This is an optimization exercise on Yosys and OpenROAD, whose aim is small area, not a production implementation. Only simulation tests tie the RTL to the original design; equivalence was not proved. The clock port is modelled as an ideal driver; clocking choices that lean on that would not hold on a real chip. No activity file was given, so power comes from the tool's default toggle rates.

Setup of beta:
==> module apb3_slave_mem, before the edit <==
module apb3_slave_mem
#(
    parameter int unsigned ADDR_WIDTH  = 8,
    parameter int unsigned WIDTH       = 32,
    parameter int unsigned DEPTH       = 48,
    parameter int unsigned WAIT_STATES = 2
) (
    input  logic                  pclk_i,
    input  logic                  preset_i,
    input  logic                  psel_i,
    input  logic                  penable_i,
    input  logic                  pwrite_i,
    input  logic [ADDR_WIDTH-1:0] paddr_i,
    input  logic [WIDTH-1:0]      pwdata_i,
    input  logic [WIDTH/8-1:0]    pstrb_i,
    output logic [WIDTH-1:0]      prdata_o,
    output logic                  pready_o,
    output logic                  pslverr_o,
    output logic [1:0]            dbg_state_o
);
    localparam int unsigned LANES  = WIDTH / 8;
    localparam int unsigned SHIFT  = $clog2(WIDTH / 8);
    localparam int unsigned IDX_W  = ADDR_WIDTH - SHIFT;
    localparam int unsigned LO_W   = 3;
    localparam int unsigned NLO    = 1 << LO_W;
    localparam int unsigned NHI    = (DEPTH + NLO - 1) / NLO;
    localparam int unsigned NTRI   = (DEPTH + 2) / 3;
    logic [1:0]       st_q;
    logic [WIDTH-1:0] mem_q [DEPTH];
    logic [IDX_W-1:0] idx;
    logic             err;
    logic [LANES-1:0] strb_in;
    logic             commit;
    logic [NHI-1:0]   hi_dec;
    logic [NHI-1:0]   hi_wr;
    logic [NLO-1:0]   lo_dec;
    logic [NLO-1:0]   lo_wr;
    logic [DEPTH-1:0] row_en_n;
    logic [LANES-1:0] lane_en_n;
    logic [DEPTH-1:0] rd_sel;
    logic [WIDTH-1:0] wdata;
    always_comb begin
        idx = paddr_i[ADDR_WIDTH-1:SHIFT];
        err = (paddr_i[SHIFT-1:0] != '0) || ({1'b0, idx} >= (IDX_W + 1)'(DEPTH));
        strb_in = pstrb_i;
    end
    assign pready_o    = st_q[1] & ~st_q[0];
    assign dbg_state_o = {st_q[1] & ~st_q[0], st_q[0]};
    assign pslverr_o   = err;
    assign commit = pready_o & psel_i & penable_i & pwrite_i & ~err;
    always_ff @(posedge pclk_i) begin
        if (preset_i) begin
            st_q <= 2'b00;
        end else begin
            st_q[0] <= psel_i & ~st_q[1] & (st_q[0] | ~penable_i);
            st_q[1] <= psel_i & st_q[0];
        end
    end
    always_comb begin
        for (int h = 0; h < int'(NHI); h++) begin
            hi_dec[h] = (idx[IDX_W-1:LO_W] == (IDX_W - LO_W)'(h));
            hi_wr[h]  = preset_i | (commit & hi_dec[h]);
        end
        for (int l = 0; l < int'(NLO); l++) begin
            lo_dec[l] = (idx[LO_W-1:0] == LO_W'(l));
            lo_wr[l]  = preset_i | lo_dec[l];
        end
        for (int b = 0; b < int'(LANES); b++) begin
            lane_en_n[b] = ~(preset_i | strb_in[b]);
        end
        for (int i = 0; i < int'(DEPTH); i++) begin
            rd_sel[i] = hi_dec[i / NLO] & lo_dec[i % NLO];
        end
        wdata = preset_i ? '0 : pwdata_i;
    end
    for (genvar i = 0; i < int'(DEPTH); i++) begin : g_row
        apb3_nand2 u_row (
            .a_i   (hi_wr[i / NLO]),
            .b_i   (lo_wr[i % NLO]),
            .y_n_o (row_en_n[i])
        );
        for (genvar b = 0; b < int'(LANES); b++) begin : g_lane
            logic en;
            apb3_nor2 u_en (
                .a_i (row_en_n[i]),
                .b_i (lane_en_n[b]),
                .y_o (en)
            );
            always_ff @(posedge pclk_i) begin
                if (en) begin
                    mem_q[i][8*b +: 8] <= wdata[8*b +: 8];
                end
            end
        end
    end
    for (genvar k = 0; k < int'(WIDTH); k++) begin : g_rd
        logic [NTRI-1:0] part_n;
        for (genvar t = 0; t < int'(NTRI); t++) begin : g_tri
            apb3_aoi222 u_aoi (
                .s_i ({rd_sel[3*t+2], rd_sel[3*t+1], rd_sel[3*t]}),
                .d_i ({mem_q[3*t+2][k], mem_q[3*t+1][k], mem_q[3*t][k]}),
                .y_n_o (part_n[t])
            );
        end
        apb3_nand_n #(.N(NTRI)) u_or (
            .a_i (part_n),
            .y_o (prdata_o[k])
        );
    end
endmodule
==> module apb3_nand2, before the edit <==
module apb3_nand2 (
    input  logic a_i,
    input  logic b_i,
    output logic y_n_o
);
    assign y_n_o = ~(a_i & b_i);
endmodule
export LEC_CHECK = 0
export CAP_MARGIN = 15
export CORE_MARGIN = 2
export CORE_UTILIZATION = 75
export CTS_BUF_LIST = sky130_fd_sc_hd__clkbuf_16
export CTS_CLUSTER_DIAMETER = 100
export CTS_CLUSTER_SIZE = 30
export SLEW_MARGIN = 15
export SYNTH_HIERARCHICAL = 1
export SYNTH_MINIMUM_KEEP_SIZE = 0
create_clock -name core_clock -period 10.0 [get_ports {pclk_i}]
standard.sh (not shown) runs the stock make flow with config.mk's settings and CLKGATE_MAP_FILE= SYNTH_SCRIPT=/design/flow/synth_recipe.tcl, a recipe that flattens the netlist after the stock synthesis.
==> flow/flow/run.sh <==
#!/bin/bash
# Own layout flow: the standard ORFS flow (standard.sh, which also runs
# the standard synthesis unchanged) with two changes:
#  - clock tree: no dummy loads (clock_tree_synthesis -dont_use_dummy_load),
#    clkbuf_16 clusters of at most 30 sinks within 100 um;
#  - port buffers: every input and output port still gets a buffer, but the
#    smallest buffer cell (buf_1) rather than the resizer's default pick.
# The tools' full output goes to standard_flow.log here; ORFS's per-step
# logs stay under orfs/logs/.
set -euo pipefail
export CTS_ARGS="-sink_clustering_enable -repair_clock_nets -dont_use_dummy_load -buf_list sky130_fd_sc_hd__clkbuf_16 -sink_clustering_size 30 -sink_clustering_max_diameter 100"
export BUFFER_PORTS_ARGS="-buffer_cell sky130_fd_sc_hd__buf_1"
bash standard.sh > standard_flow.log 2>&1
Setup changes, beta to gamma
--- a/flow/design.v
+++ b/flow/design.v
@@ -77,13 +77,12 @@
     logic             err;
     logic [LANES-1:0] strb_in;
     logic             commit;
     logic [NHI-1:0]   hi_dec;
     logic [NHI-1:0]   hi_wr;
     logic [NLO-1:0]   lo_dec;
-    logic [NLO-1:0]   lo_wr;
     logic [DEPTH-1:0] row_en_n;
     logic [LANES-1:0] lane_en_n;
     logic [DEPTH-1:0] rd_sel;
     logic [WIDTH-1:0] wdata;
     always_comb begin
         idx = paddr_i[ADDR_WIDTH-1:SHIFT];
@@ -102,30 +101,30 @@
             st_q[1] <= psel_i & st_q[0];
         end
     end
     always_comb begin
         for (int h = 0; h < int'(NHI); h++) begin
             hi_dec[h] = (idx[IDX_W-1:LO_W] == (IDX_W - LO_W)'(h));
-            hi_wr[h]  = preset_i | (commit & hi_dec[h]);
+            hi_wr[h]  = commit & hi_dec[h];
         end
         for (int l = 0; l < int'(NLO); l++) begin
             lo_dec[l] = (idx[LO_W-1:0] == LO_W'(l));
-            lo_wr[l]  = preset_i | lo_dec[l];
         end
         for (int b = 0; b < int'(LANES); b++) begin
             lane_en_n[b] = ~(preset_i | strb_in[b]);
         end
         for (int i = 0; i < int'(DEPTH); i++) begin
             rd_sel[i] = hi_dec[i / NLO] & lo_dec[i % NLO];
         end
         wdata = preset_i ? '0 : pwdata_i;
     end
     for (genvar i = 0; i < int'(DEPTH); i++) begin : g_row
-        apb3_nand2 u_row (
+        apb3_row_en u_row (
             .a_i   (hi_wr[i / NLO]),
-            .b_i   (lo_wr[i % NLO]),
+            .b_i   (lo_dec[i % NLO]),
+            .c_i   (preset_i),
             .y_n_o (row_en_n[i])
         );
         for (genvar b = 0; b < int'(LANES); b++) begin : g_lane
             logic en;
             apb3_nor2 u_en (
                 .a_i (row_en_n[i]),
@@ -151,18 +150,19 @@
         apb3_nand_n #(.N(NTRI)) u_or (
             .a_i (part_n),
             .y_o (prdata_o[k])
         );
     end
 endmodule
-module apb3_nand2 (
+module apb3_row_en (
     input  logic a_i,
     input  logic b_i,
+    input  logic c_i,
     output logic y_n_o
 );
-    assign y_n_o = ~(a_i & b_i);
+    assign y_n_o = ~((a_i & b_i) | c_i);
 endmodule
 module apb3_nor2 (
     input  logic a_i,
     input  logic b_i,
     output logic y_o
 );
## What came out
Diff beta -> gamma | routability congestion estimate | down by a little under 10%. Compared with beta, gamma shows a share of total power in the clock network that is 0.2 points lower. Fmax: gamma worse than beta. gamma: vias after detailed routing is 0.68% lower than what beta reported. In the metrics for beta and gamma, the one carrying the higher area after synthesis is gamma. Summary of gamma over beta: register fraction of the total cell area comparable, non-clock buffer area fraction after layout shrank by 0.30 points, power per cell area picked up an extra 0.51%, count of nets after finishing lower. gamma against beta: layout sequential cell count shows no meaningful change; final worst slack shows a reduction of 0.12 ns.

[port drivers added, routing unchanged]
No port has a modelled driver above. Below, the same layouts with a new extraction and two added sets of constraints.
Step 1, drivers: a clkbuf_16 drives pclk_i and a buf_2 each remaining input, both assumed.
Step 2 times the ports against the registers' clock, not the clock port: input delays grow and output delays shrink by t, the midpoint of the rising clock arrivals with the driver on.
Slacks: no drivers / after step 1 / after step 2; pairs: no drivers / after step 1.
| run | t, ns | slack for setup (ns) | worst hold slack (ns) | slew at the worst register clock pin (ns) | pins driven straight from the clock port |
|---|---|---|---|---|---|
| beta | 0.740 | 2.766 / 2.730 / 2.730 | 0.479 / 0.479 / 0.479 | 0.12 / 0.12 | 1 |
| gamma | 0.734 | 2.645 / 2.621 / 2.621 | 0.471 / 0.471 / 0.471 | 0.11 / 0.11 | 1 |
After both steps every run listed still meets setup and hold. For beta, which loses most, drivers alone change the setup slack by -0.036 ns; drivers and shift together by -0.036 ns.
